This is an optimization exercise on Yosys and OpenROAD, whose aim is small area, a short achievable clock period and few clock cycles per item, not a production implementation. In this exercise RTL edits were held to simulation tests only and were not proved equivalent to the original. Power and IR drop assume default switching activity.

==> inputs of job 3500 <==
==> flow/design.v (excerpt) <==
module mips_multicycle #(
  parameter logic [31:0] RESET_PC = 32'h0000_0000,
  parameter int          ADDR_W   = 32
) (
  input  logic              clk,
  input  logic              reset,
  output logic              mem_req,
  output logic              mem_we,
  output logic [ADDR_W-1:0] mem_addr,
  output logic [31:0]       mem_wdata,
  input  logic [31:0]       mem_rdata,
  input  logic              mem_ready,
  output logic [31:0]       pc,
  output logic              retire,
  output logic              halted
);
export LEC_CHECK = 0
export CAP_MARGIN = 20
export CORE_MARGIN = 2
export CORE_UTILIZATION = 25
export PLACE_DENSITY = 0.35
export SETUP_SLACK_MARGIN = 4
export SLEW_MARGIN = 20
export TNS_END_PERCENT = 100
create_clock -name core_clock -period 7.0 [get_ports {clk}]
standard.sh (not shown) runs the stock make flow with config.mk's settings and CLKGATE_MAP_FILE= SYNTH_SCRIPT=/design/flow/synth_recipe.tcl, a recipe that flattens the netlist after the stock synthesis.
==> flow/flow/run.sh <==
#!/bin/bash
# The standard layout (standard.sh: standard synthesis, then ORFS to finish), with one
# change: the buffers placed on the input and output ports are sky130 buf_4 cells instead of
# the clkdlybuf4s50_1 delay cells that buffer_ports picks by default.
# make's output goes to standard.log here; ORFS writes each step's log under orfs/logs/.
set -uo pipefail
export BUFFER_PORTS_ARGS="-buffer_cell sky130_fd_sc_hd__buf_4"
bash standard.sh > standard.log 2>&1
==> inputs of job 7384, as changes to job 3500 <==
- SETUP_SLACK_MARGIN: 4 -> 3.5
- TNS_END_PERCENT: 100 -> 25
==> results.txt <==
|  | job 7384 | job 3500 |
|---|---|---|
| Post-DP Area | 0.07424 mm^2 | 0.07464 mm^2 |
| Routed met3 length | 37.53 mm | 41.86 mm |
| Register share of the cell area | 0.5006 | 0.4641 |
| Worst R2R End | ea[0] | eb[13] |
| Antenna violations before repair | 33 | 34 |
| Area of all placed cells without fillers | 0.08199 mm^2 | 0.08863 mm^2 |
| Met1 capacity usage during global routing | 0.3749 | 0.3921 |
| Vias in the first global route | 56700 | 58850 |
| Worst hold path type | primary input to asynchronous set/reset pin | flip-flop to flip-flop |
| Fraction of power consumed by combinational cells | 0.268 | 0.313 |
| Area added between synthesis and finish | 19.90% | 29.61% |
| Power of the sequential group | 14.9 mW | 14.7 mW |
| Count of cells resized by post-cts repair | 197 | 668 |
| Met2 capacity usage during global routing | 0.4634 | 0.4675 |
| Result of the run | timing/DRC/antenna clean | timing/DRC/antenna clean |
| Largest net degree at the start of global routing | 83 | 103 |
| Period minus WS final | 3867 ps | 3761 ps |
| Count of fill cells added during filler insertion | 27770 | 27320 |
| Post-Route Skew | 51.82 ps | 38.57 ps |
| Clock network latency to the later pin of the worst-skew pair | 870 ps | 860 ps |
| Highest cell delay on the worst timing path | 840 ps | 570 ps |
| Post-route core utilization | 0.3004 | 0.3248 |
| Critical path startpoint | psa[18] | ea[6] |
| Global-route wire length before repair | 551.5 mm | 571.8 mm |
| Detailed-router iteration count before antenna repair | 10 | 9 |
Testbench counts of job 3500, summed over its fixed seeds: cycles 83,469, instrs 63,884.
Testbench counts of job 7384, summed over its fixed seeds: cycles 83,469, instrs 63,884.


==> build 73 <==
==> flow/design.v <==
module mips_multicycle #(
  parameter logic [31:0] RESET_PC = 32'h0000_0000,
  parameter int          ADDR_W   = 32
) (
  input  logic              clk,
  input  logic              reset,
  output logic              mem_req,
  output logic              mem_we,
  output logic [ADDR_W-1:0] mem_addr,
  output logic [31:0]       mem_wdata,
  input  logic [31:0]       mem_rdata,
  input  logic              mem_ready,
  output logic [31:0]       pc,
  output logic              retire,
  output logic              halted
);
  logic        req_r, we_r, halt_r, ret_r, clr_r;
  logic [31:2] fpc;                   
  logic [31:0] areg;                  
  logic [31:0] rf [1:31];
  logic        dv, d_fr;               
  logic [31:0] ir;
  logic [31:1] psa, psb;              
  logic        ev, e_br, e_lw, e_sw, e_wen, e_sub, e_fa, e_fb, e_fbi, e_fsd;
  logic        e_ssum, e_sand, e_sor, e_sslt, e_sb;
  logic [3:0]  e_l0, e_l1, e_r0, e_r1;
  logic        e_l2, e_r2;
  logic [4:0]  e_rd;
  logic [31:0] ea, eb, e_sd;           
  logic [31:2] e_npc;
  logic        wv, w_lw, w_sw, w_wen;
  logic [4:0]  w_rd;
  logic [31:0] w_res;
  logic [31:1] w_sel;                 
  logic port_d, adv, wdone;
  assign port_d    = wv & (w_lw | w_sw);
  assign mem_req   = req_r;
  assign mem_we    = we_r;
  assign mem_addr  = areg[ADDR_W-1:0];
  assign mem_wdata = w_res;
  assign adv       = req_r & ~port_d & mem_ready;
  assign wdone     = port_d & mem_ready;
  assign pc        = {fpc, 2'b00};
  assign retire    = ret_r;
  assign halted    = halt_r;
  logic [5:0]  d_op, d_fn;
  logic [4:0]  d_rs, d_rt, d_rd;
  logic        d_rtype, d_fnok, d_addi, d_lw, d_sw, d_beq, d_j, d_ill, d_wen, d_same;
  logic [31:2] d_tgt;
  assign d_op    = ir[31:26];
  assign d_fn    = ir[5:0];
  assign d_rs    = ir[25:21];
  assign d_rt    = ir[20:16];
  assign d_rtype = d_op == 6'h00;
  assign d_fnok  = d_fn == 6'h20 || d_fn == 6'h22 || d_fn == 6'h24 || d_fn == 6'h25 ||
                   d_fn == 6'h2a || d_fn == 6'h00 || d_fn == 6'h02;
  assign d_addi  = d_op == 6'h08;
  assign d_lw    = d_op == 6'h23;
  assign d_sw    = d_op == 6'h2b;
  assign d_beq   = d_op == 6'h04;
  assign d_j     = d_op == 6'h02;
  assign d_ill   = ~((d_rtype & d_fnok) | d_addi | d_lw | d_sw | d_beq | d_j);
  assign d_rd    = d_rtype ? ir[15:11] : d_rt;
  assign d_wen   = ((d_rtype & d_fnok) | d_addi | d_lw) & (d_rd != 5'd0);
  assign d_same  = d_beq & (d_rs == d_rt);
  assign d_tgt   = fpc + {{14{ir[15]}}, ir[15:0]};
  logic [31:0] rd_a, rd_b, alu_res, fwd_a, fwd_b;
  logic        fea, feb, fwa, fwb;
  always_comb begin
    rd_a = '0;
    rd_b = '0;
    for (int i = 1; i < 32; i++) begin
      rd_a = rd_a | (rf[i] & {32{psa[i]}});
      rd_b = rd_b | (rf[i] & {32{psb[i]}});
    end
  end
  assign fea  = ev & e_wen & (e_rd == d_rs);
  assign feb  = ev & e_wen & (e_rd == d_rt);
  assign fwa  = wv & w_wen & (w_rd == d_rs);
  assign fwb  = wv & w_wen & (w_rd == d_rt);
  assign fwd_a = fea ? alu_res : fwa ? w_res : rd_a;
  assign fwd_b = feb ? alu_res : fwb ? w_res : rd_b;
  logic        d_imm, d_inv;
  logic [31:0] eb_d;
  assign d_imm = d_addi | d_lw | d_sw;
  assign d_inv = d_rtype & (d_fn == 6'h22 || d_fn == 6'h2a);
  assign eb_d  = d_imm ? {{16{ir[15]}}, ir[15:0]} : (fwd_b ^ {32{d_inv}});
  logic [31:0] opb, sum, sh_l, sh_r, kg [6], kp [6];
  logic        slt, e_take, d_stop;
  assign opb   = eb;
  always_comb begin
    kg[0]    = ea & opb;
    kp[0]    = ea ^ opb;
    kg[0][0] = (ea[0] & opb[0]) | (e_sub & (ea[0] ^ opb[0]));
    for (int l = 0; l < 5; l++) begin
      for (int i = 0; i < 32; i++) begin
        if (i >= (1 << l)) begin
          kg[l+1][i] = kg[l][i] | (kp[l][i] & kg[l][i - (1 << l)]);
          kp[l+1][i] = kp[l][i] & kp[l][i - (1 << l)];
        end else begin
          kg[l+1][i] = kg[l][i];
          kp[l+1][i] = kp[l][i];
        end
      end
    end
  end
  assign sum = (ea ^ opb) ^ {kg[5][30:0], e_sub};
  assign slt   = ea[31] ^ eb[31] ^ kg[5][31];
  logic [31:0] l1, l2, r1, r2;
  assign l1   = ({32{e_l0[0]}} & eb) | ({32{e_l0[1]}} & (eb << 1)) |
                ({32{e_l0[2]}} & (eb << 2)) | ({32{e_l0[3]}} & (eb << 3));
  assign l2   = ({32{e_l1[0]}} & l1) | ({32{e_l1[1]}} & (l1 << 4)) |
                ({32{e_l1[2]}} & (l1 << 8)) | ({32{e_l1[3]}} & (l1 << 12));
  assign sh_l = e_l2 ? (l2 << 16) : l2;
  assign r1   = ({32{e_r0[0]}} & eb) | ({32{e_r0[1]}} & (eb >> 1)) |
                ({32{e_r0[2]}} & (eb >> 2)) | ({32{e_r0[3]}} & (eb >> 3));
  assign r2   = ({32{e_r1[0]}} & r1) | ({32{e_r1[1]}} & (r1 >> 4)) |
                ({32{e_r1[2]}} & (r1 >> 8)) | ({32{e_r1[3]}} & (r1 >> 12));
  assign sh_r = e_r2 ? (r2 >> 16) : r2;
  assign alu_res = ({32{e_ssum}} & sum) | ({32{e_sand}} & (ea & eb)) |
                   ({32{e_sor}} & (ea | eb)) | {31'd0, e_sslt & slt} |
                   sh_l | sh_r | ({32{e_sb}} & e_sd);
  assign e_take = ev & e_br & (ea == eb);
  assign d_stop = dv & d_ill;
  logic [31:2] fpc4, f_tgt;
  logic [31:6] hi_inc;
  logic [4:0]  lo5;
  logic        f_j, f_b;
  assign fpc4   = fpc + 30'd1;
  assign f_j    = mem_rdata[31:26] == 6'h02;
  assign f_b    = mem_rdata[31:26] == 6'h04 && mem_rdata[25:21] == mem_rdata[20:16] &&
                  mem_rdata[15:4] == 12'd0;
  assign hi_inc = fpc[31:6] + 26'd1;
  assign lo5    = {1'b0, fpc[5:2]} + {1'b0, mem_rdata[3:0]} + 5'd1;
  assign f_tgt  = {({26{lo5[4]}} & hi_inc) | ({26{~lo5[4]}} & fpc[31:6]), lo5[3:0]};
  logic [31:2] fpc_n;
  logic        halt_set;
  always_comb begin
    if (e_take) fpc_n = e_npc;
    else if (d_stop) fpc_n = fpc;
    else if (dv & d_same & ~d_fr) fpc_n = d_tgt;
    else if (f_j) fpc_n = {fpc4[31:28], mem_rdata[25:0]};
    else if (f_b) fpc_n = f_tgt;
    else fpc_n = fpc4;
  end
  assign halt_set = req_r & d_stop & ~ev & mem_ready;
  always_ff @(posedge clk or posedge reset) begin
    if (reset) begin
      req_r  <= 1'b0;
      clr_r  <= 1'b1;
      w_sel  <= '0;
      w_lw   <= 1'b0;
      w_res  <= '0;
      we_r   <= 1'b0;
      areg   <= RESET_PC;
      halt_r <= 1'b0;
      ret_r  <= 1'b0;
      fpc    <= RESET_PC[31:2];
      dv     <= 1'b0;
      ev     <= 1'b0;
      wv     <= 1'b0;
    end else begin
      req_r <= ~halt_r & ~halt_set;
      clr_r <= 1'b0;
      if (adv) begin
        w_lw  <= e_lw;
        w_res <= alu_res;
      end
      ret_r <= adv & ev;
      if (halt_set) begin
        halt_r <= 1'b1;
        wv     <= 1'b0;
      end
      if (halt_set | (~adv & wdone)) w_sel <= '0;
      else if (adv)
        for (int i = 1; i < 32; i++) w_sel[i] <= ev & e_wen & (e_rd == 5'(i));
      if (adv) begin
        fpc  <= fpc_n;
        areg <= (ev & (e_lw | e_sw)) ? sum : {fpc_n, 2'b00};
        we_r <= ev & e_sw;
        dv <= ~(e_take | (dv & d_same & ~d_fr));
        ev <= dv & ~e_take & ~d_stop;
        wv <= ev;
      end else if (wdone) begin
        wv   <= 1'b0;
        we_r <= 1'b0;
        areg <= {fpc, 2'b00};
      end
    end
  end
  logic        rf_we, rf_clr;
  logic [31:0] rf_wd;
  assign rf_clr = clr_r;
  assign rf_we  = wv & w_wen;
  assign rf_wd  = w_lw ? mem_rdata : w_res;
  for (genvar i = 1; i < 32; i++) begin : g_rf
    logic we_i;
    assign we_i = rf_clr | w_sel[i];
    always_ff @(posedge clk) rf[i] <= (rf_wd & {32{we_i}}) | (rf[i] & ~{32{we_i}});
  end
  always_ff @(posedge clk) begin
    if (adv) begin
      if (~d_stop) begin
        ir   <= mem_rdata;
        d_fr <= f_b;
        for (int i = 1; i < 32; i++) begin
          psa[i] <= mem_rdata[25:21] == 5'(i);
          psb[i] <= mem_rdata[20:16] == 5'(i);
        end
      end
      e_br   <= d_beq & ~d_same;
      e_lw   <= d_lw;
      e_sw   <= d_sw;
      e_wen  <= d_wen;
      e_sub  <= d_inv;
      e_ssum <= d_addi | (d_rtype & (d_fn == 6'h20 || d_fn == 6'h22));
      e_sand <= d_rtype & d_fn == 6'h24;
      e_sor  <= d_rtype & d_fn == 6'h25;
      e_sslt <= d_rtype & d_fn == 6'h2a;
      for (int i = 0; i < 4; i++) begin
        e_l0[i] <= d_rtype & d_fn == 6'h00 & ir[7:6] == 2'(i);
        e_l1[i] <= d_rtype & d_fn == 6'h00 & ir[9:8] == 2'(i);
        e_r0[i] <= d_rtype & d_fn == 6'h02 & ir[7:6] == 2'(i);
        e_r1[i] <= d_rtype & d_fn == 6'h02 & ir[9:8] == 2'(i);
      end
      e_l2   <= d_rtype & d_fn == 6'h00 & ir[10];
      e_r2   <= d_rtype & d_fn == 6'h02 & ir[10];
      e_sb   <= d_sw;
      e_rd   <= d_rd;
      e_npc  <= d_tgt;
      e_fa   <= ev & e_lw & e_wen & (e_rd == d_rs);
      e_fb   <= ev & e_lw & e_wen & (e_rd == d_rt) & ~d_imm;
      e_fbi  <= d_inv;
      e_fsd  <= ev & e_lw & e_wen & (e_rd == d_rt);
      ea     <= fwd_a;
      eb     <= eb_d;
      e_sd   <= fwd_b;
      w_sw   <= e_sw;
      w_wen  <= e_wen;
      w_rd   <= e_rd;
    end else if (wdone & w_lw) begin
      if (e_fa) ea <= mem_rdata;
      if (e_fb) eb <= mem_rdata ^ {32{e_fbi}};
      if (e_fsd) e_sd <= mem_rdata;
    end
  end
endmodule
==> flow/flow/run.sh <==
#!/bin/bash
# The standard layout (standard.sh: standard synthesis, then ORFS to finish), with one
# change: the buffers placed on the input and output ports are sky130 buf_4 cells instead of
# the clkdlybuf4s50_1 delay cells that buffer_ports picks by default.
# make's output goes to standard.log here; ORFS writes each step's log under orfs/logs/.
set -uo pipefail
export BUFFER_PORTS_ARGS="-buffer_cell sky130_fd_sc_hd__buf_4"
bash standard.sh > standard.log 2>&1
==> flow/standard.sh <==
#!/bin/bash
# synth_recipe.tcl (not shown) runs the flow's synth.tcl, then flattens the netlist and writes it again
# the make line also repeats each setting of config.mk as NAME=value (left out here)
make -C /OpenROAD-flow-scripts/flow DESIGN_CONFIG=/design/flow/config.mk WORK_HOME=/design/flow/orfs CLKGATE_MAP_FILE= SYNTH_SCRIPT=/design/flow/synth_recipe.tcl "${@:-finish}"
==> flow/config.mk <==
export PLATFORM = sky130hd
export DESIGN_NAME = mips_multicycle
export DESIGN_NICKNAME = mips_multicycle
export VERILOG_FILES = /design/flow/design.v
export SDC_FILE = /design/flow/constraint.sdc
export NUM_CORES = 4
export LEC_CHECK = 0
export CAP_MARGIN = 20
export CORE_MARGIN = 2
export CORE_UTILIZATION = 25
export CTS_CLUSTER_DIAMETER = 80
export CTS_CLUSTER_SIZE = 20
export PLACE_DENSITY = 0.35
export SETUP_SLACK_MARGIN = 4
export SLEW_MARGIN = 20
export TNS_END_PERCENT = 100
==> flow/constraint.sdc <==
create_clock -name core_clock -period 7.0 [get_ports {clk}]
set_input_delay 1.4000 -clock core_clock [delete_from_list [all_inputs] [get_ports {clk}]]
set_output_delay 1.4000 -clock core_clock [all_outputs]
set_load 0.01 [all_outputs]
==> trial 72 (differences from build 73) <==
- CTS_CLUSTER_DIAMETER: 80 -> not set
- CTS_CLUSTER_SIZE: 20 -> not set
- SETUP_SLACK_MARGIN: 4 -> 3.5
- TNS_END_PERCENT: 100 -> 5
==> run_results.csv <==
group,metric,value,unit
grt,first_global_vias,58200,
cts,numCtsBuffers,114,
worst_setup_path,crit_arrival,4.35,ns
run_status,outcome,"finished clean",
worst_hold_path,hold_end,"halt_r",
finish,area_growth_syn_to_layout,26.4,%
grt,grt_max_degree,103,
detailed_routing,first_pass_iters,8,
[end of results for build 73]
==> run_results.csv <==
group,metric,value,unit
worst_setup_path,crit_arrival,4.54,ns
grt,first_global_vias,56500,
detailed_routing,detail-route-antenna-nets,0,
finish,area_growth_syn_to_layout,19.9,%
cts,numCtsBuffers,168,
run_status,outcome,"finished clean",
detailed_routing,first_pass_iters,7,
[end of results for trial 72]
Testbench counts of build 73, summed over its fixed seeds: cycles 83,469, instrs 63,884.
Testbench counts of trial 72, summed over its fixed seeds: cycles 83,469, instrs 63,884.

re-timing with driven ports:
The flow's constraints put no driver on any port. The routed layouts listed below were extracted and timed again, unchanged, in two steps.
Step 1 sets driving cells, clkbuf_16 on the clock port and buf_2 on the other inputs (assumed; they add their load-dependent delay and slew).
Step 2 also shifts input and output timing later by t, the mid clock arrival at the registers, as if the neighbouring blocks saw the same clock.
Slacks: ideal / step 1 / step 2; pairs: ideal / step 1.
run | shift t [ns] | setup WS [ns] | worst register clock-pin slew, ns | worst data-port slew with drivers (ns)
job 3500 | 0.941 | 3.239 / 3.239 / 2.755 | 0.07 / 0.07 | 0.17
job 7384 | 0.950 | 3.133 / 3.133 / 2.582 | 0.07 / 0.07 | 0.13
build 73 | 0.897 | 3.272 / 3.272 / 2.738 | 0.10 / 0.10 | 0.17
trial 72 | 0.950 | 3.033 / 3.033 / 2.587 | 0.07 / 0.07 | 0.15
After both steps every run listed still meets setup and hold. The setup slack of job 7384, which loses most, moves by 0.000 ns with the drivers and by -0.551 ns with both steps.
